Context: an optimization exercise on an open-source flow, tuned for small area. The choices shown serve that exercise and are no tape-out recipe. The RTL was checked by simulation tests, not by an equivalence proof against the original design.

==> flow/design.v, too long to show whole: its modules and the start of the top module <==
// module fa: 10 lines
// module pw_conv: 27 lines
// module ds_block_top: 1203 lines
module ds_block_top #(
    parameter int IMG_W  = 6,
    parameter int IMG_H  = 5,
    parameter int STRIDE = 1
) (
    input  wire                                    clk,
    input  wire                                    rstn,
    input  wire                                    in_valid,
    input  wire  [ds_pkg::NCH*ds_pkg::ACT_W-1:0]   in_pix,
    output logic                                   out_valid,
    output logic [ds_pkg::NOUT*ds_pkg::ACT_W-1:0]  out_pix
);
  // ...
==> flow/flow/run.sh <==
#!/bin/bash
# The standard synthesis; then its combinational logic except the full adders
# mapped again by flow/remap.tcl (the logic before the depthwise result
# register for area, the pointwise stage with a delay target),
# and flow/equiv.tcl proving the result equivalent to the standard netlist;
# then the standard layout from floorplan on, with three changes: the port
# buffers are the smallest buffer (sky130_fd_sc_hd__buf_1); clock tree
# synthesis adds no dummy loads (its clustering settings repeat config.mk's);
# and the constant outputs share one tie cell instead of one each.
set -euo pipefail
export BUFFER_PORTS_ARGS="-buffer_cell sky130_fd_sc_hd__buf_1"
export SKIP_REPAIR_TIE_FANOUT=1
export CTS_ARGS="-sink_clustering_enable -repair_clock_nets -sink_clustering_size 14 -sink_clustering_max_diameter 90 -buf_list sky130_fd_sc_hd__clkbuf_8 -dont_use_dummy_load"
bash standard.sh synth > standard_synth.log 2>&1
R=orfs/results/sky130hd/ds_block_top/base
cp $R/1_2_yosys.v $R/1_2_yosys_standard.v
YOSYS="$FLOW_HOME/../tools/install/yosys/bin/yosys"
REMAP_RESULTS=$R REMAP_ABC=flow/remap.abc REMAP_ABC_PW=flow/remap_pw.abc "$YOSYS" -c flow/remap.tcl > remap.log 2>&1
REMAP_RESULTS=$R "$YOSYS" -c flow/equiv.tcl > equiv.log 2>&1
rm -f $R/1_synth.odb $R/1_synth.sdc
bash standard.sh > standard.log 2>&1
==> flow/flow/equiv.tcl <==
# Proves that the remapped netlist does what the standard synthesis's does:
# flip-flops are cut points (same instances in both), every other cell is
# read as its function.
yosys -import
set lib $::env(FLOW_HOME)/platforms/sky130hd/lib/sky130_fd_sc_hd__tt_025C_1v80.lib
set res $::env(REMAP_RESULTS)
read_liberty -ignore_miss_func $lib
blackbox sky130_fd_sc_hd__df* sky130_fd_sc_hd__edf* sky130_fd_sc_hd__sdf* sky130_fd_sc_hd__dl* sky130_fd_sc_hd__conb_*
read_verilog $res/1_2_yosys_standard.v
yosys rename ds_block_top gold
read_verilog $res/1_2_yosys.v
yosys rename ds_block_top gate
flatten gold gate
opt_clean -purge gold gate
equiv_make gold gate equiv
equiv_simple -seq 0 equiv
equiv_status -assert equiv
==> flow/flow/remap.abc <==
strash
dc2
&get -n
&dch -f
&nf -a -R 1000
&put
topo
==> flow/flow/remap.tcl <==
# Maps the combinational logic again: first the logic before the depthwise
# result register for area (every combinational cell except the full adders
# and the fan-in cone of out_pix), then the pointwise stage (that cone) with a
# delay target. All flip-flops, the full adders and the tie cell stay exactly
# as the standard synthesis made them.
yosys -import
set lib $::env(FLOW_HOME)/platforms/sky130hd/lib/sky130_fd_sc_hd__tt_025C_1v80.lib
set res $::env(REMAP_RESULTS)
# Each library cell as its function, for techmap
read_liberty -ignore_miss_func $lib
blackbox sky130_fd_sc_hd__df* sky130_fd_sc_hd__edf* sky130_fd_sc_hd__sdf* sky130_fd_sc_hd__dl* sky130_fd_sc_hd__fa_* sky130_fd_sc_hd__conb_*
write_verilog -noattr $res/remap_cells.v
design -reset
read_liberty -lib $lib
read_verilog $res/1_2_yosys_standard.v
hierarchy -top ds_block_top
select -set pw o:out_pix %ci*:-sky130_fd_sc_hd__dfxtp_1,sky130_fd_sc_hd__conb_1,sky130_fd_sc_hd__fa_1 t:* %i
select -set s1 t:* t:sky130_fd_sc_hd__df* t:sky130_fd_sc_hd__edf* t:sky130_fd_sc_hd__fa_* t:sky130_fd_sc_hd__conb_* %u %u %u %d @pw %d
tee -o $res/remap_cone.txt select -list @s1
techmap -map $res/remap_cells.v @s1
techmap
opt -fast
abc -liberty $lib -dont_use sky130_fd_sc_hd__lpflow_bleeder_1 -dont_use sky130_fd_sc_hd__lpflow_clkbufkapwr_1 -dont_use sky130_fd_sc_hd__lpflow_clkbufkapwr_16 -dont_use sky130_fd_sc_hd__lpflow_clkbufkapwr_2 -dont_use sky130_fd_sc_hd__lpflow_clkbufkapwr_4 -dont_use sky130_fd_sc_hd__lpflow_clkbufkapwr_8 -dont_use sky130_fd_sc_hd__lpflow_clkinvkapwr_1 -dont_use sky130_fd_sc_hd__lpflow_clkinvkapwr_16 -dont_use sky130_fd_sc_hd__lpflow_clkinvkapwr_2 -dont_use sky130_fd_sc_hd__lpflow_clkinvkapwr_4 -dont_use sky130_fd_sc_hd__lpflow_clkinvkapwr_8 -dont_use sky130_fd_sc_hd__lpflow_decapkapwr_12 -dont_use sky130_fd_sc_hd__lpflow_decapkapwr_3 -dont_use sky130_fd_sc_hd__lpflow_decapkapwr_4 -dont_use sky130_fd_sc_hd__lpflow_decapkapwr_6 -dont_use sky130_fd_sc_hd__lpflow_decapkapwr_8 -dont_use sky130_fd_sc_hd__lpflow_inputiso0n_1 -dont_use sky130_fd_sc_hd__lpflow_inputiso0p_1 -dont_use sky130_fd_sc_hd__lpflow_inputiso1n_1 -dont_use sky130_fd_sc_hd__lpflow_inputiso1p_1 -dont_use sky130_fd_sc_hd__lpflow_inputisolatch_1 -dont_use sky130_fd_sc_hd__lpflow_isobufsrc_1 -dont_use sky130_fd_sc_hd__lpflow_isobufsrc_16 -dont_use sky130_fd_sc_hd__lpflow_isobufsrc_2 -dont_use sky130_fd_sc_hd__lpflow_isobufsrc_4 -dont_use sky130_fd_sc_hd__lpflow_isobufsrc_8 -dont_use sky130_fd_sc_hd__lpflow_isobufsrckapwr_16 -dont_use sky130_fd_sc_hd__lpflow_lsbuf_lh_hl_isowell_tap_1 -dont_use sky130_fd_sc_hd__lpflow_lsbuf_lh_hl_isowell_tap_2 -dont_use sky130_fd_sc_hd__lpflow_lsbuf_lh_hl_isowell_tap_4 -dont_use sky130_fd_sc_hd__lpflow_lsbuf_lh_isowell_4 -dont_use sky130_fd_sc_hd__lpflow_lsbuf_lh_isowell_tap_1 -dont_use sky130_fd_sc_hd__lpflow_lsbuf_lh_isowell_tap_2 -dont_use sky130_fd_sc_hd__lpflow_lsbuf_lh_isowell_tap_4 -dont_use sky130_fd_sc_hd__probe_p_8 -dont_use sky130_fd_sc_hd__probec_p_8  -script $::env(REMAP_ABC) t:\$_*
opt_clean -purge
# The pointwise stage (its cone was selected before the first mapping, and
# its cells are untouched so far) is mapped again with a delay target.
select -set pw2 o:out_pix %ci*:-sky130_fd_sc_hd__dfxtp_1,sky130_fd_sc_hd__conb_1,sky130_fd_sc_hd__fa_1 t:sky130_fd_sc_hd__* %i
techmap -map $res/remap_cells.v @pw2
techmap
opt -fast
abc -liberty $lib -dont_use sky130_fd_sc_hd__lpflow_bleeder_1 -dont_use sky130_fd_sc_hd__lpflow_clkbufkapwr_1 -dont_use sky130_fd_sc_hd__lpflow_clkbufkapwr_16 -dont_use sky130_fd_sc_hd__lpflow_clkbufkapwr_2 -dont_use sky130_fd_sc_hd__lpflow_clkbufkapwr_4 -dont_use sky130_fd_sc_hd__lpflow_clkbufkapwr_8 -dont_use sky130_fd_sc_hd__lpflow_clkinvkapwr_1 -dont_use sky130_fd_sc_hd__lpflow_clkinvkapwr_16 -dont_use sky130_fd_sc_hd__lpflow_clkinvkapwr_2 -dont_use sky130_fd_sc_hd__lpflow_clkinvkapwr_4 -dont_use sky130_fd_sc_hd__lpflow_clkinvkapwr_8 -dont_use sky130_fd_sc_hd__lpflow_decapkapwr_12 -dont_use sky130_fd_sc_hd__lpflow_decapkapwr_3 -dont_use sky130_fd_sc_hd__lpflow_decapkapwr_4 -dont_use sky130_fd_sc_hd__lpflow_decapkapwr_6 -dont_use sky130_fd_sc_hd__lpflow_decapkapwr_8 -dont_use sky130_fd_sc_hd__lpflow_inputiso0n_1 -dont_use sky130_fd_sc_hd__lpflow_inputiso0p_1 -dont_use sky130_fd_sc_hd__lpflow_inputiso1n_1 -dont_use sky130_fd_sc_hd__lpflow_inputiso1p_1 -dont_use sky130_fd_sc_hd__lpflow_inputisolatch_1 -dont_use sky130_fd_sc_hd__lpflow_isobufsrc_1 -dont_use sky130_fd_sc_hd__lpflow_isobufsrc_16 -dont_use sky130_fd_sc_hd__lpflow_isobufsrc_2 -dont_use sky130_fd_sc_hd__lpflow_isobufsrc_4 -dont_use sky130_fd_sc_hd__lpflow_isobufsrc_8 -dont_use sky130_fd_sc_hd__lpflow_isobufsrckapwr_16 -dont_use sky130_fd_sc_hd__lpflow_lsbuf_lh_hl_isowell_tap_1 -dont_use sky130_fd_sc_hd__lpflow_lsbuf_lh_hl_isowell_tap_2 -dont_use sky130_fd_sc_hd__lpflow_lsbuf_lh_hl_isowell_tap_4 -dont_use sky130_fd_sc_hd__lpflow_lsbuf_lh_isowell_4 -dont_use sky130_fd_sc_hd__lpflow_lsbuf_lh_isowell_tap_1 -dont_use sky130_fd_sc_hd__lpflow_lsbuf_lh_isowell_tap_2 -dont_use sky130_fd_sc_hd__lpflow_lsbuf_lh_isowell_tap_4 -dont_use sky130_fd_sc_hd__probe_p_8 -dont_use sky130_fd_sc_hd__probec_p_8  -script $::env(REMAP_ABC_PW) t:\$_*
opt_clean -purge
splitnets
opt_clean -purge
insbuf -buf sky130_fd_sc_hd__buf_4 A X
tee -o $res/remap_stat.txt stat -liberty $lib
write_verilog -noattr -nohex -nodec $res/1_2_yosys.v
==> flow/flow/remap_pw.abc <==
strash
dc2
dch -f
map -D 4400
topo
==> flow/standard.sh <==
#!/bin/bash
# synth_recipe.tcl (not shown) runs the flow's synth.tcl, then flattens the netlist and writes it again
# the make line also repeats each setting of config.mk as NAME=value (left out here)
make -C /OpenROAD-flow-scripts/flow DESIGN_CONFIG=/design/flow/config.mk WORK_HOME=/design/flow/orfs CLKGATE_MAP_FILE= SYNTH_SCRIPT=/design/flow/synth_recipe.tcl "${@:-finish}"
==> flow/config.mk <==
export PLATFORM = sky130hd
export DESIGN_NAME = ds_block_top
export DESIGN_NICKNAME = ds_block_top
export VERILOG_FILES = /design/flow/design.v
export SDC_FILE = /design/flow/constraint.sdc
export NUM_CORES = 4
export LEC_CHECK = 0
export CAP_MARGIN = 20
export CORE_MARGIN = 2
export CORE_UTILIZATION = 40
export CTS_BUF_LIST = sky130_fd_sc_hd__clkbuf_8
export CTS_CLUSTER_DIAMETER = 90
export CTS_CLUSTER_SIZE = 14
export SLEW_MARGIN = 20
export SYNTH_HIERARCHICAL = 1
export SYNTH_MINIMUM_KEEP_SIZE = 0
==> flow/constraint.sdc <==
create_clock -name core_clock -period 8.0 [get_ports {clk}]
set_input_delay 1.6000 -clock core_clock [delete_from_list [all_inputs] [get_ports {clk}]]
set_output_delay 1.6000 -clock core_clock [all_outputs]
set_load 0.01 [all_outputs]
==> reports/metrics.yaml, run 1 <==
root_buffer: "clkbuf_8"
clk_path_buf_depth: 3
vias: 14725
status: "timing/DRC/antenna clean"
hold_path.class: "reg -> reg"
cts_tree: "built"
ff2ff_setup_slack_ns: 0.52
met2_length_um: 26350
slew_headroom: 0.2575
place_inst: 2887
setup_tns_ns: 0
cp_num_buf_inv: 3
grt_util_met2: 0.2647
nFlopsAndLatches: 489
final_nets: 2456
nonClockInverterCount: 150
die_x_um: 262.8
avgSynthCellArea_um2: 13.50
die-area_um2: 69040
clock_area_frac: 0.02064
cts_num_sinks: 489
r2r_end: "d1[12]$_SDFF_PP0_"
reg_top3: "sr: 448 flops, d0: 15 flops, d1: 15 flops"
rr_startpoint: "ok_l$_DFFE_PN1P_"
nMultiInputCombCells: 1281
==> inputs of run 2 (changes only) <==
--- a/flow/design.v
+++ b/flow/design.v
@@ -1012,32 +1012,32 @@
     fa u_a_153 (.a(ta12[13]), .b(ta7[15]), .c(ta6[15]), .s(a_153s), .co(a_153c));
     fa u_a_154 (.a(ta7[14]), .b(ta1[14]), .c(ta14[12]), .s(a_154s), .co(a_154c));
     fa u_a_155 (.a(ta2[14]), .b(ta14[13]), .c(a_142c), .s(a_155s), .co(a_155c));
     fa u_a_156 (.a(a_143c), .b(a_144c), .c(a_154s), .s(a_156s), .co(a_156c));
     fa u_a_157 (.a(a_153s), .b(a_145c), .c(a_155s), .s(a_157s), .co(a_157c));
     fa u_a_158 (.a(a_146c), .b(a_156s), .c(a_147c), .s(a_158s), .co(a_158c));
     fa u_a_159 (.a(ta0[14]), .b(a_148c), .c(a_157s), .s(a_159s), .co(a_159c));
     fa u_a_160 (.a(a_149c), .b(a_158s), .c(a_151c), .s(a_160s), .co(a_160c));
-    fa u_a_161 (.a(~a_150c), .b(~a_159s), .c(a_160s), .s(a_161s), .co(a_161c));
+    fa u_a_161 (.a(a_150c), .b(a_159s), .c(~a_160s), .s(a_161s), .co(a_161c));
     fa u_a_162 (.a(ta12[14]), .b(ta7[15]), .c(ta1[15]), .s(a_162s), .co(a_162c));
     fa u_a_163 (.a(ta2[15]), .b(ta14[13]), .c(a_154c), .s(a_163s), .co(a_163c));
     fa u_a_164 (.a(ta14[14]), .b(a_153c), .c(a_162s), .s(a_164s), .co(a_164c));
     fa u_a_165 (.a(a_156c), .b(a_163s), .c(ta0[15]), .s(a_165s), .co(a_165c));
     fa u_a_166 (.a(a_155c), .b(a_164s), .c(a_157c), .s(a_166s), .co(a_166c));
-    fa u_a_167 (.a(a_158c), .b(a_165s), .c(~a_159c), .s(a_167s), .co(a_167c));
-    fa u_a_168 (.a(~a_166s), .b(a_167s), .c(a_160c), .s(a_168s), .co(a_168c));
+    fa u_a_167 (.a(a_158c), .b(a_165s), .c(a_160c), .s(a_167s), .co(a_167c));
+    fa u_a_168 (.a(a_159c), .b(a_166s), .c(a_161c), .s(a_168s), .co(a_168c));
     fa u_a_169 (.a(ta12[15]), .b(ta14[14]), .c(a_163c), .s(a_169s), .co(a_169c));
     fa u_a_170 (.a(ta14[15]), .b(a_162c), .c(a_164c), .s(a_170s), .co(a_170c));
-    fa u_a_171 (.a(a_169s), .b(a_165c), .c(a_167c), .s(a_171s), .co(a_171c));
-    fa u_a_172 (.a(~a_170s), .b(~a_166c), .c(a_171s), .s(a_172s), .co(a_172c));
+    fa u_a_171 (.a(a_169s), .b(~a_170s), .c(a_165c), .s(a_171s), .co(a_171c));
+    fa u_a_172 (.a(~a_166c), .b(a_171s), .c(a_167c), .s(a_172s), .co(a_172c));
     fa u_a_173 (.a(1'b1), .b(a_169c), .c(~a_170c), .s(a_173s), .co(a_173c));
     assign a_174s = a_173s ^ a_171c;
     assign a_174c = a_173s & a_171c;
-    assign sa = {1'b1, a_173c, a_174s, a_168c, a_161c, a_161s, ~a_141c, a_140s, ~a_130s, ~a_108c, a_107s, ~a_97s, ~a_75c, a_74s, a_53c, ~a_42c, a_41s, a_30s, a_20s, a_11s, a_5s, a_1s} + {1'b0, a_174c, a_172c, a_172s, a_168s, a_152c, a_152s, ~a_141s, a_119c, a_119s, ~a_108s, a_86c, a_86s, ~a_75s, ~a_64s, a_53s, ~a_42s, ~a_31s, ~a_21s, a_12s, a_4s, ~a_0s};
+    assign sa = {1'b1, a_173c, a_174s, ~a_168c, a_167s, ~a_161s, ~a_141c, a_140s, ~a_130s, ~a_108c, a_107s, ~a_97s, ~a_75c, a_74s, a_53c, ~a_42c, a_41s, a_30s, a_20s, a_11s, a_5s, a_1s} + {1'b0, a_174c, a_172c, a_172s, ~a_168s, a_152c, a_152s, ~a_141s, a_119c, a_119s, ~a_108s, a_86c, a_86s, ~a_75s, ~a_64s, a_53s, ~a_42s, ~a_31s, ~a_21s, a_12s, a_4s, ~a_0s};
     fa u_b_0 (.a(tb13[0]), .b(tb6[0]), .c(tb2[0]), .s(b_0s), .co(b_0c));
     assign b_1s = tb12[0] ^ ~b_0s;
     assign b_1c = tb12[0] & ~b_0s;
     fa u_b_2 (.a(tb13[0]), .b(tb13[1]), .c(tb8[0]), .s(b_2s), .co(b_2c));
     fa u_b_3 (.a(tb7[0]), .b(tb6[1]), .c(tb2[1]), .s(b_3s), .co(b_3c));
     fa u_b_4 (.a(b_0c), .b(b_2s), .c(b_3s), .s(b_4s), .co(b_4c));
     fa u_b_5 (.a(tb12[1]), .b(b_1c), .c(~b_4s), .s(b_5s), .co(b_5c));
     fa u_b_6 (.a(tb14[0]), .b(tb12[0]), .c(tb12[2]), .s(b_6s), .co(b_6c));
@@ -1100,152 +1100,153 @@
     fa u_b_59 (.a(tb7[5]), .b(tb7[6]), .c(tb6[7]), .s(b_59s), .co(b_59c));
     fa u_b_60 (.a(tb2[7]), .b(b_46c), .c(b_47c), .s(b_60s), .co(b_60c));
     fa u_b_61 (.a(tb2[4]), .b(b_45c), .c(b_57s), .s(b_61s), .co(b_61c));
     fa u_b_62 (.a(b_58s), .b(b_59s), .c(b_48c), .s(b_62s), .co(b_62c));
     fa u_b_63 (.a(b_49c), .b(b_61s), .c(tb0[7]), .s(b_63s), .co(b_63c));
     fa u_b_64 (.a(b_60s), .b(tb0[4]), .c(b_50c), .s(b_64s), .co(b_64c));
     fa u_b_65 (.a(b_62s), .b(b_52c), .c(b_64s), .s(b_65s), .co(b_65c));
     fa u_b_66 (.a(b_51c), .b(b_63s), .c(b_54c), .s(b_66s), .co(b_66c));
-    fa u_b_67 (.a(~b_53c), .b(~b_65s), .c(b_56c), .s(b_67s), .co(b_67c));
-    assign b_68s = b_66s ^ b_55c;
-    assign b_68c = b_66s & b_55c;
+    fa u_b_67 (.a(b_56c), .b(b_66s), .c(b_55c), .s(b_67s), .co(b_67c));
+    assign b_68s = ~b_53c ^ ~b_65s;
+    assign b_68c = ~b_53c & ~b_65s;
     fa u_b_69 (.a(tb14[6]), .b(tb12[6]), .c(tb12[8]), .s(b_69s), .co(b_69c));
     fa u_b_70 (.a(tb13[7]), .b(tb13[8]), .c(tb8[7]), .s(b_70s), .co(b_70c));
     fa u_b_71 (.a(tb7[6]), .b(tb7[7]), .c(tb6[8]), .s(b_71s), .co(b_71c));
     fa u_b_72 (.a(tb2[8]), .b(b_58c), .c(b_59c), .s(b_72s), .co(b_72c));
     fa u_b_73 (.a(tb2[5]), .b(b_57c), .c(b_69s), .s(b_73s), .co(b_73c));
     fa u_b_74 (.a(b_70s), .b(b_71s), .c(b_60c), .s(b_74s), .co(b_74c));
     fa u_b_75 (.a(b_61c), .b(b_73s), .c(tb0[8]), .s(b_75s), .co(b_75c));
     fa u_b_76 (.a(b_72s), .b(tb0[5]), .c(b_62c), .s(b_76s), .co(b_76c));
     fa u_b_77 (.a(b_74s), .b(b_64c), .c(b_76s), .s(b_77s), .co(b_77c));
-    fa u_b_78 (.a(b_63c), .b(b_75s), .c(~b_65c), .s(b_78s), .co(b_78c));
-    fa u_b_79 (.a(~b_77s), .b(b_78s), .c(b_66c), .s(b_79s), .co(b_79c));
-    fa u_b_80 (.a(b_67c), .b(b_68c), .c(b_79s), .s(b_80s), .co(b_80c));
+    fa u_b_78 (.a(b_63c), .b(b_75s), .c(b_68c), .s(b_78s), .co(b_78c));
+    fa u_b_79 (.a(b_65c), .b(b_77s), .c(~b_78s), .s(b_79s), .co(b_79c));
+    assign b_80s = b_66c ^ ~b_79s;
+    assign b_80c = b_66c & ~b_79s;
     fa u_b_81 (.a(tb14[7]), .b(tb12[7]), .c(tb12[9]), .s(b_81s), .co(b_81c));
     fa u_b_82 (.a(tb13[8]), .b(tb13[9]), .c(tb8[8]), .s(b_82s), .co(b_82c));
     fa u_b_83 (.a(tb7[7]), .b(tb7[8]), .c(tb6[9]), .s(b_83s), .co(b_83c));
     fa u_b_84 (.a(tb2[9]), .b(b_70c), .c(b_71c), .s(b_84s), .co(b_84c));
     fa u_b_85 (.a(tb2[6]), .b(b_69c), .c(b_81s), .s(b_85s), .co(b_85c));
     fa u_b_86 (.a(b_82s), .b(b_83s), .c(b_72c), .s(b_86s), .co(b_86c));
     fa u_b_87 (.a(b_73c), .b(b_85s), .c(tb0[9]), .s(b_87s), .co(b_87c));
     fa u_b_88 (.a(b_84s), .b(tb0[6]), .c(b_74c), .s(b_88s), .co(b_88c));
     fa u_b_89 (.a(b_86s), .b(b_76c), .c(b_88s), .s(b_89s), .co(b_89c));
-    fa u_b_90 (.a(b_75c), .b(b_87s), .c(b_78c), .s(b_90s), .co(b_90c));
-    fa u_b_91 (.a(b_77c), .b(b_89s), .c(~b_90s), .s(b_91s), .co(b_91c));
-    assign b_92s = b_79c ^ ~b_91s;
-    assign b_92c = b_79c & ~b_91s;
+    fa u_b_90 (.a(b_75c), .b(b_87s), .c(~b_77c), .s(b_90s), .co(b_90c));
+    fa u_b_91 (.a(~b_89s), .b(b_90s), .c(b_78c), .s(b_91s), .co(b_91c));
+    assign b_92s = ~b_79c ^ b_91s;
+    assign b_92c = ~b_79c & b_91s;
     fa u_b_93 (.a(tb14[8]), .b(tb12[8]), .c(tb12[10]), .s(b_93s), .co(b_93c));
     fa u_b_94 (.a(tb13[9]), .b(tb13[10]), .c(tb8[9]), .s(b_94s), .co(b_94c));
     fa u_b_95 (.a(tb7[8]), .b(tb7[9]), .c(tb6[10]), .s(b_95s), .co(b_95c));
     fa u_b_96 (.a(tb2[10]), .b(b_82c), .c(b_83c), .s(b_96s), .co(b_96c));
     fa u_b_97 (.a(tb2[7]), .b(b_81c), .c(b_93s), .s(b_97s), .co(b_97c));
     fa u_b_98 (.a(b_94s), .b(b_95s), .c(b_84c), .s(b_98s), .co(b_98c));
     fa u_b_99 (.a(b_85c), .b(b_97s), .c(tb0[10]), .s(b_99s), .co(b_99c));
     fa u_b_100 (.a(b_96s), .b(tb0[7]), .c(b_86c), .s(b_100s), .co(b_100c));
     fa u_b_101 (.a(b_98s), .b(b_88c), .c(b_100s), .s(b_101s), .co(b_101c));
-    fa u_b_102 (.a(b_87c), .b(b_99s), .c(~b_89c), .s(b_102s), .co(b_102c));
-    fa u_b_103 (.a(~b_101s), .b(b_102s), .c(b_90c), .s(b_103s), .co(b_103c));
-    assign b_104s = ~b_91c ^ b_103s;
-    assign b_104c = ~b_91c & b_103s;
+    fa u_b_102 (.a(b_87c), .b(b_99s), .c(b_90c), .s(b_102s), .co(b_102c));
+    fa u_b_103 (.a(b_89c), .b(b_101s), .c(~b_102s), .s(b_103s), .co(b_103c));
+    assign b_104s = b_91c ^ ~b_103s;
+    assign b_104c = b_91c & ~b_103s;
     fa u_b_105 (.a(tb14[9]), .b(tb12[9]), .c(tb12[11]), .s(b_105s), .co(b_105c));
     fa u_b_106 (.a(tb13[10]), .b(tb13[11]), .c(tb8[10]), .s(b_106s), .co(b_106c));
     fa u_b_107 (.a(tb7[9]), .b(tb7[10]), .c(tb6[11]), .s(b_107s), .co(b_107c));
     fa u_b_108 (.a(tb2[11]), .b(b_94c), .c(b_95c), .s(b_108s), .co(b_108c));
     fa u_b_109 (.a(tb2[8]), .b(b_93c), .c(b_105s), .s(b_109s), .co(b_109c));
     fa u_b_110 (.a(b_106s), .b(b_107s), .c(b_96c), .s(b_110s), .co(b_110c));
     fa u_b_111 (.a(b_97c), .b(b_109s), .c(tb0[11]), .s(b_111s), .co(b_111c));
     fa u_b_112 (.a(b_108s), .b(tb0[8]), .c(b_98c), .s(b_112s), .co(b_112c));
     fa u_b_113 (.a(b_110s), .b(b_100c), .c(b_112s), .s(b_113s), .co(b_113c));
-    fa u_b_114 (.a(b_99c), .b(b_111s), .c(b_102c), .s(b_114s), .co(b_114c));
-    fa u_b_115 (.a(b_101c), .b(b_113s), .c(~b_114s), .s(b_115s), .co(b_115c));
-    assign b_116s = b_103c ^ ~b_115s;
-    assign b_116c = b_103c & ~b_115s;
+    fa u_b_114 (.a(b_99c), .b(b_111s), .c(~b_101c), .s(b_114s), .co(b_114c));
+    fa u_b_115 (.a(~b_113s), .b(b_114s), .c(b_102c), .s(b_115s), .co(b_115c));
+    assign b_116s = ~b_103c ^ b_115s;
+    assign b_116c = ~b_103c & b_115s;
     fa u_b_117 (.a(tb14[10]), .b(tb12[10]), .c(tb12[12]), .s(b_117s), .co(b_117c));
     fa u_b_118 (.a(tb13[11]), .b(tb13[12]), .c(tb8[11]), .s(b_118s), .co(b_118c));
     fa u_b_119 (.a(tb7[10]), .b(tb7[11]), .c(tb6[12]), .s(b_119s), .co(b_119c));
     fa u_b_120 (.a(tb2[12]), .b(b_106c), .c(b_107c), .s(b_120s), .co(b_120c));
     fa u_b_121 (.a(tb2[9]), .b(b_105c), .c(b_117s), .s(b_121s), .co(b_121c));
     fa u_b_122 (.a(b_118s), .b(b_119s), .c(b_108c), .s(b_122s), .co(b_122c));
     fa u_b_123 (.a(b_109c), .b(b_121s), .c(tb0[12]), .s(b_123s), .co(b_123c));
     fa u_b_124 (.a(b_120s), .b(tb0[9]), .c(b_110c), .s(b_124s), .co(b_124c));
     fa u_b_125 (.a(b_122s), .b(b_112c), .c(b_124s), .s(b_125s), .co(b_125c));
-    fa u_b_126 (.a(b_111c), .b(b_123s), .c(~b_113c), .s(b_126s), .co(b_126c));
-    fa u_b_127 (.a(~b_125s), .b(b_126s), .c(b_114c), .s(b_127s), .co(b_127c));
-    assign b_128s = ~b_115c ^ b_127s;
-    assign b_128c = ~b_115c & b_127s;
+    fa u_b_126 (.a(b_111c), .b(b_123s), .c(b_114c), .s(b_126s), .co(b_126c));
+    fa u_b_127 (.a(b_113c), .b(b_125s), .c(~b_126s), .s(b_127s), .co(b_127c));
+    assign b_128s = b_115c ^ ~b_127s;
+    assign b_128c = b_115c & ~b_127s;
     fa u_b_129 (.a(tb14[11]), .b(tb12[11]), .c(tb12[13]), .s(b_129s), .co(b_129c));
     fa u_b_130 (.a(tb13[12]), .b(tb13[13]), .c(tb8[12]), .s(b_130s), .co(b_130c));
     fa u_b_131 (.a(tb7[11]), .b(tb7[12]), .c(tb6[13]), .s(b_131s), .co(b_131c));
     fa u_b_132 (.a(tb2[13]), .b(b_118c), .c(b_119c), .s(b_132s), .co(b_132c));
     fa u_b_133 (.a(tb2[10]), .b(b_117c), .c(b_129s), .s(b_133s), .co(b_133c));
     fa u_b_134 (.a(b_130s), .b(b_131s), .c(b_120c), .s(b_134s), .co(b_134c));
     fa u_b_135 (.a(b_121c), .b(b_133s), .c(tb0[13]), .s(b_135s), .co(b_135c));
     fa u_b_136 (.a(b_132s), .b(tb0[10]), .c(b_122c), .s(b_136s), .co(b_136c));
     fa u_b_137 (.a(b_134s), .b(b_124c), .c(b_136s), .s(b_137s), .co(b_137c));
-    fa u_b_138 (.a(b_123c), .b(b_135s), .c(b_126c), .s(b_138s), .co(b_138c));
-    fa u_b_139 (.a(b_125c), .b(b_137s), .c(~b_138s), .s(b_139s), .co(b_139c));
-    assign b_140s = b_127c ^ ~b_139s;
-    assign b_140c = b_127c & ~b_139s;
+    fa u_b_138 (.a(b_123c), .b(b_135s), .c(~b_125c), .s(b_138s), .co(b_138c));
+    fa u_b_139 (.a(~b_137s), .b(b_138s), .c(b_126c), .s(b_139s), .co(b_139c));
+    assign b_140s = ~b_127c ^ b_139s;
+    assign b_140c = ~b_127c & b_139s;
     fa u_b_141 (.a(tb14[12]), .b(tb12[12]), .c(tb12[14]), .s(b_141s), .co(b_141c));
     fa u_b_142 (.a(tb13[13]), .b(tb13[14]), .c(tb8[13]), .s(b_142s), .co(b_142c));
     fa u_b_143 (.a(tb7[12]), .b(tb7[13]), .c(tb6[14]), .s(b_143s), .co(b_143c));
     fa u_b_144 (.a(tb2[14]), .b(b_130c), .c(b_131c), .s(b_144s), .co(b_144c));
     fa u_b_145 (.a(tb2[11]), .b(b_129c), .c(b_141s), .s(b_145s), .co(b_145c));
     fa u_b_146 (.a(b_142s), .b(b_143s), .c(b_132c), .s(b_146s), .co(b_146c));
     fa u_b_147 (.a(b_133c), .b(b_145s), .c(tb0[14]), .s(b_147s), .co(b_147c));
     fa u_b_148 (.a(b_144s), .b(tb0[11]), .c(b_134c), .s(b_148s), .co(b_148c));
     fa u_b_149 (.a(b_146s), .b(b_136c), .c(b_148s), .s(b_149s), .co(b_149c));
-    fa u_b_150 (.a(b_135c), .b(b_147s), .c(~b_137c), .s(b_150s), .co(b_150c));
-    fa u_b_151 (.a(~b_149s), .b(b_150s), .c(b_138c), .s(b_151s), .co(b_151c));
-    assign b_152s = ~b_139c ^ b_151s;
-    assign b_152c = ~b_139c & b_151s;
+    fa u_b_150 (.a(b_135c), .b(b_147s), .c(b_138c), .s(b_150s), .co(b_150c));
+    fa u_b_151 (.a(b_137c), .b(b_149s), .c(~b_150s), .s(b_151s), .co(b_151c));
+    assign b_152s = b_139c ^ ~b_151s;
+    assign b_152c = b_139c & ~b_151s;
     fa u_b_153 (.a(tb13[14]), .b(tb12[15]), .c(tb8[14]), .s(b_153s), .co(b_153c));
     fa u_b_154 (.a(tb13[15]), .b(tb12[13]), .c(tb6[15]), .s(b_154s), .co(b_154c));
     fa u_b_155 (.a(tb7[13]), .b(tb7[14]), .c(tb14[13]), .s(b_155s), .co(b_155c));
     fa u_b_156 (.a(tb2[12]), .b(tb2[15]), .c(b_141c), .s(b_156s), .co(b_156c));
     fa u_b_157 (.a(b_142c), .b(b_143c), .c(b_153s), .s(b_157s), .co(b_157c));
     fa u_b_158 (.a(b_154s), .b(b_145c), .c(b_156s), .s(b_158s), .co(b_158c));
     fa u_b_159 (.a(b_155s), .b(b_144c), .c(b_157s), .s(b_159s), .co(b_159c));
     fa u_b_160 (.a(tb0[12]), .b(tb0[15]), .c(b_146c), .s(b_160s), .co(b_160c));
     fa u_b_161 (.a(b_159s), .b(b_148c), .c(b_160s), .s(b_161s), .co(b_161c));
     fa u_b_162 (.a(b_158s), .b(b_147c), .c(~b_149c), .s(b_162s), .co(b_162c));
-    fa u_b_163 (.a(~b_161s), .b(b_150c), .c(b_162s), .s(b_163s), .co(b_163c));
-    assign b_164s = b_163s ^ b_151c;
-    assign b_164c = b_163s & b_151c;
+    fa u_b_163 (.a(~b_161s), .b(b_162s), .c(b_150c), .s(b_163s), .co(b_163c));
+    assign b_164s = ~b_151c ^ b_163s;
+    assign b_164c = ~b_151c & b_163s;
     fa u_b_165 (.a(tb14[14]), .b(tb13[15]), .c(tb12[14]), .s(b_165s), .co(b_165c));
     fa u_b_166 (.a(tb8[15]), .b(tb7[15]), .c(tb2[13]), .s(b_166s), .co(b_166c));
     fa u_b_167 (.a(tb7[14]), .b(b_153c), .c(b_155c), .s(b_167s), .co(b_167c));
     fa u_b_168 (.a(tb14[13]), .b(b_154c), .c(b_165s), .s(b_168s), .co(b_168c));
     fa u_b_169 (.a(b_166s), .b(b_156c), .c(b_168s), .s(b_169s), .co(b_169c));
     fa u_b_170 (.a(b_157c), .b(b_167s), .c(tb0[13]), .s(b_170s), .co(b_170c));
     fa u_b_171 (.a(b_159c), .b(b_160c), .c(b_170s), .s(b_171s), .co(b_171c));
     fa u_b_172 (.a(b_158c), .b(b_169s), .c(~b_161c), .s(b_172s), .co(b_172c));
-    fa u_b_173 (.a(b_162c), .b(b_172s), .c(b_163c), .s(b_173s), .co(b_173c));
-    assign b_174s = ~b_171s ^ b_173s;
-    assign b_174c = ~b_171s & b_173s;
+    fa u_b_173 (.a(~b_171s), .b(b_162c), .c(b_172s), .s(b_173s), .co(b_173c));
+    assign b_174s = b_173s ^ b_163c;
+    assign b_174c = b_173s & b_163c;
     fa u_b_175 (.a(tb7[15]), .b(tb2[14]), .c(b_165c), .s(b_175s), .co(b_175c));
     fa u_b_176 (.a(tb14[15]), .b(tb12[15]), .c(b_167c), .s(b_176s), .co(b_176c));
     fa u_b_177 (.a(b_166c), .b(b_168c), .c(b_175s), .s(b_177s), .co(b_177c));
     fa u_b_178 (.a(tb0[14]), .b(b_176s), .c(b_170c), .s(b_178s), .co(b_178c));
     fa u_b_179 (.a(b_169c), .b(b_177s), .c(~b_171c), .s(b_179s), .co(b_179c));
-    fa u_b_180 (.a(~b_178s), .b(b_172c), .c(b_179s), .s(b_180s), .co(b_180c));
-    assign b_181s = b_180s ^ b_173c;
-    assign b_181c = b_180s & b_173c;
+    fa u_b_180 (.a(b_172c), .b(b_179s), .c(b_173c), .s(b_180s), .co(b_180c));
+    assign b_181s = ~b_178s ^ b_180s;
+    assign b_181c = ~b_178s & b_180s;
     fa u_b_182 (.a(tb2[15]), .b(b_175c), .c(tb0[15]), .s(b_182s), .co(b_182c));
     fa u_b_183 (.a(~b_176c), .b(b_177c), .c(b_182s), .s(b_183s), .co(b_183c));
-    fa u_b_184 (.a(b_183s), .b(b_179c), .c(b_180c), .s(b_184s), .co(b_184c));
-    assign b_185s = ~b_178c ^ b_184s;
-    assign b_185c = ~b_178c & b_184s;
+    fa u_b_184 (.a(~b_178c), .b(b_183s), .c(b_179c), .s(b_184s), .co(b_184c));
+    assign b_185s = b_184s ^ b_180c;
+    assign b_185c = b_184s & b_180c;
     fa u_b_186 (.a(tb2[15]), .b(b_182c), .c(b_183c), .s(b_186s), .co(b_186c));
     assign b_187s = b_186s ^ b_184c;
     assign b_187c = b_186s & b_184c;
     assign b_188s = ~tb2[15] ^ b_186c;
     assign b_188c = ~tb2[15] & b_186c;
-    assign sb = {1'b1, b_188s, b_185c, b_181c, b_174c, b_164c, b_152c, b_140c, b_128c, b_116c, b_104c, b_92c, b_92s, b_80s, b_67s, b_56s, ~b_43s, ~b_31s, ~b_20s, b_12s, tb0[1], b_1s} + {b_188c, b_187c, b_187s, b_185s, b_181s, b_174s, b_164s, b_152s, b_140s, b_128s, b_116s, b_104s, b_80c, 1'b0, b_68s, b_55s, b_44s, b_32s, b_21s, b_11s, b_5s, tb0[0]};
+    assign sb = {1'b1, b_188s, b_187s, b_181c, b_174c, b_164c, b_152c, b_140c, b_128c, b_116c, b_104c, b_92c, b_80c, b_67c, b_68s, b_56s, ~b_43s, ~b_31s, ~b_20s, b_12s, tb0[1], b_1s} + {b_188c, b_187c, b_185c, b_185s, b_181s, b_174s, b_164s, b_152s, b_140s, b_128s, b_116s, b_104s, b_92s, b_80s, b_67s, b_55s, b_44s, b_32s, b_21s, b_11s, b_5s, tb0[0]};
     always_ff @(posedge clk) begin
         d0 <= sa[21] ? 15'd0 : sa[20:6];
         d1 <= sb[21] ? 15'd0 : sb[20:6];
     end
     always_ff @(posedge clk or negedge rstn) begin
         if (!rstn) out_valid <= 1'b0;
         else       out_valid <= emit;
     end
==> reports/metrics.yaml, run 2 <==
status: "timing/DRC/antenna clean"
clk_path_buf_depth: 3  # unchanged
antenna_found_initial: 2
period_share: 0.9270
final_common_cell: "edfxtp_1"
wl_per_cell_um: 18.62
track_usage: 0.1627
drt_first_pass_iters: 5
ant_nets: 0
cpPeakStageDelay_ns: 0.54
cts_tree: "built"
cts_hold_buf: 0
syn_nets: 2399
mostFrequentLayoutCells: "edfxtp_1, nand2_1, fa_1, nor2_1, clkinv_1"
gp_congestion: 0.8577
worstPathArrival_ns: 7.95
worst_slack_ns: 0.5841
viasPerCell: 4.984
io_pins: 100
syn_area_um2: 27000
clock.fmax_mhz: 134.8
cts_num_sinks: 489  # unchanged
overflow: 0
worstPathRequired_ns: 8.54
hold_path.class: "reg -> reg"
hold_viol_final: 0
hpwl_um: 41970
cp_num_buf_inv: 4  # +1
cts_buffers: 42
path_class: "reg -> reg"
die-area_um2: 69590  # +0.80%
slew_headroom: 0.2992  # +0.04172
die_x_um: 263.8  # +0.40%
rsz0062_at_grt: "yes"
cpMostUsedCell: "fa_1"
finalSetupViolations: 0
die_h_um: 263.8
cts.clk_slew.worst_paths_ns: 0.10
drc_errors: 0
htree_levels: 2
drive_above_1_share: 0.04141
pre_cts_ws_ns: 0.3375
crit_fanout: 34
slowest_stage: "dfstp_2"
cp_top_family: "adder cells"
largest-register: "sr"
reg_top3: "sr: 448 flops, d0: 15 flops, d1: 15 flops"
start_util: 0.4027
grt_max_degree: 185
end_kind: "register"
min_period_ns: 7.416
slew_viol_final: 0
clk_latency_ns: 0.66
grt_first_pass_wirelength_um: 88180
num_rows: 95
avgSynthCellArea_um2: 13.35  # -1.1%
skew_ns: 0.08567
largest_register_ffs: 448
worst_pin_slew_ns: 1.051
yosys_warnings: 9
syn_inst: 2022
cap_violations: 0
vias: 14826  # +0.69%
wirelength_um: 55410
core_area_um2: 67040
drtIter0Drc: 1022
portBuffers: 76
root_buffer: "clkbuf_8"
num-fill-cells: 6209
final_nets: 2480  # +0.98%
grt_pass1_vias: 16022
area_growth_pct: 6.525
start_kind: "register"
[run 2: cell types whose count changed in the layout (fill, tap and decap cells not counted), moves of 4 or more]
cell / delta
buf_4: -10
nand2_1: +7
o21bai_1: +5
nand3_1: +9
nand2b_1: +6
o22ai_1: -5
o21ai_0: +4
[run 2: area by class of cell]
cell class                      instances  area, um^2  area share
Timing Repair Buffer                  101       523.0     0.01818
Multi-Input combinational cell       1322       11680      0.4061
Tap cell                              873        1092     0.03798
Antenna cell                            1       2.502  0.00008701
Sequential cell                       489       14330      0.4983
Inverter                              147       551.8     0.01918
Clock buffer                           42       578.1     0.02010
[run 2: metrics by stage]
stage,hold slack [ns],utilization,setup TNS [ns],std cells,instance area [um^2]
after global routing,0.3874,0.4290,-0.02626,2975,28760
after CTS,0.3851,0.4284,0,2973,28720
after global placement,0.4005,0.4192,0,2928,28100
after floorplan,0.4003,-,0,2022,27010
final,0.3814,0.4290,0,2975,28760
after detailed placement,0.4045,0.4192,0,2928,28100
[run 2: repair_timing]
item                                    4_1_cts  5_1_grt
buffers inserted                              3        1
resized for setup                             1       12
endpoints found under the setup margin       20       28
pin swaps                                     2        1
[run 2: path summary, 6_finish.rpt]
check,from,to,slack [ns],cells after the start
worst min register to register,sr[11][2]$_DFFE_PP_,sr[12][2]$_DFFE_PP_,0.38,0
worst max register to register,ok_l$_DFFE_PN1P_,d1[4]$_SDFF_PP0_,0.58,27
worst min-delay path,sr[11][2]$_DFFE_PP_,sr[12][2]$_DFFE_PP_,0.38,0
max in group asynchronous,rstn,row[0]$_DFFE_PN0P_,6.60,1
min in group asynchronous,rstn,row[2]$_DFFE_PN0P_,0.93,1
worst max-delay path,ok_l$_DFFE_PN1P_,d1[4]$_SDFF_PP0_,0.58,27
[run 2: worst register-to-register path: stages (launching register included)]
cell and delay [ns]:
dfstp_2 0.54, buf_4 0.28, and2_1 0.23, buf_12 0.24, nand2_1 0.17, fa_1 0.46
fa_1 0.50, clkinv_1 0.07, fa_1 0.39, fa_1 0.39, fa_1 0.44, and3_1 0.22
fa_1 0.38, fa_1 0.49, xnor2_1 0.26, nor2_1 0.08, and2_0 0.16, o41ai_1 0.50
o21bai_1 0.16, nand3_1 0.12, nor2_1 0.07, a21oi_1 0.28, nor4_1 0.11, a21oi_1 0.16
xor2_1 0.16, buf_4 0.21, nor2_1 0.06, and2_0 0.14
[run 2: metal layers]
layer	vias up	global-route usage	routed length, um
met4	2	0.04929	1486
met2	317	0.2569	25560
met5	-	0	20
met1	7572	0.2325	25870
li1	6845	-	-
met3	90	0.02740	2470

## static timing again, ports no longer ideal
In the flow no input, the clock included, has a driving cell. The finished layouts below were timed again as built, in two steps.
Step 1 (the two cells are an assumption about what drives the block):
set clk [get_ports {clk}]
set_driving_cell -lib_cell sky130_fd_sc_hd__clkbuf_16 $clk
set_driving_cell -lib_cell sky130_fd_sc_hd__buf_2 [delete_from_list [all_inputs] $clk]
Step 2 adds t to the input delays and takes it off the output delays; t is the mean of the earliest and latest rising clock arrival at the registers after step 1. Input paths then give back, and output paths get back, about the clock's delay inside the block.
Slacks: ideal / step 1 / step 2; pairs: ideal / step 1.
run | t, ns | setup WS [ns] | clock arrival spread, ns | worst slew at a driven data input, ns
run 1 | 0.656 | 0.518 / 0.518 / 0.518 | 0.113 / 0.113 | 0.06
run 2 | 0.662 | 0.584 / 0.561 / 0.584 | 0.099 / 0.098 | 0.05
After both steps setup and hold are still met in every run listed.
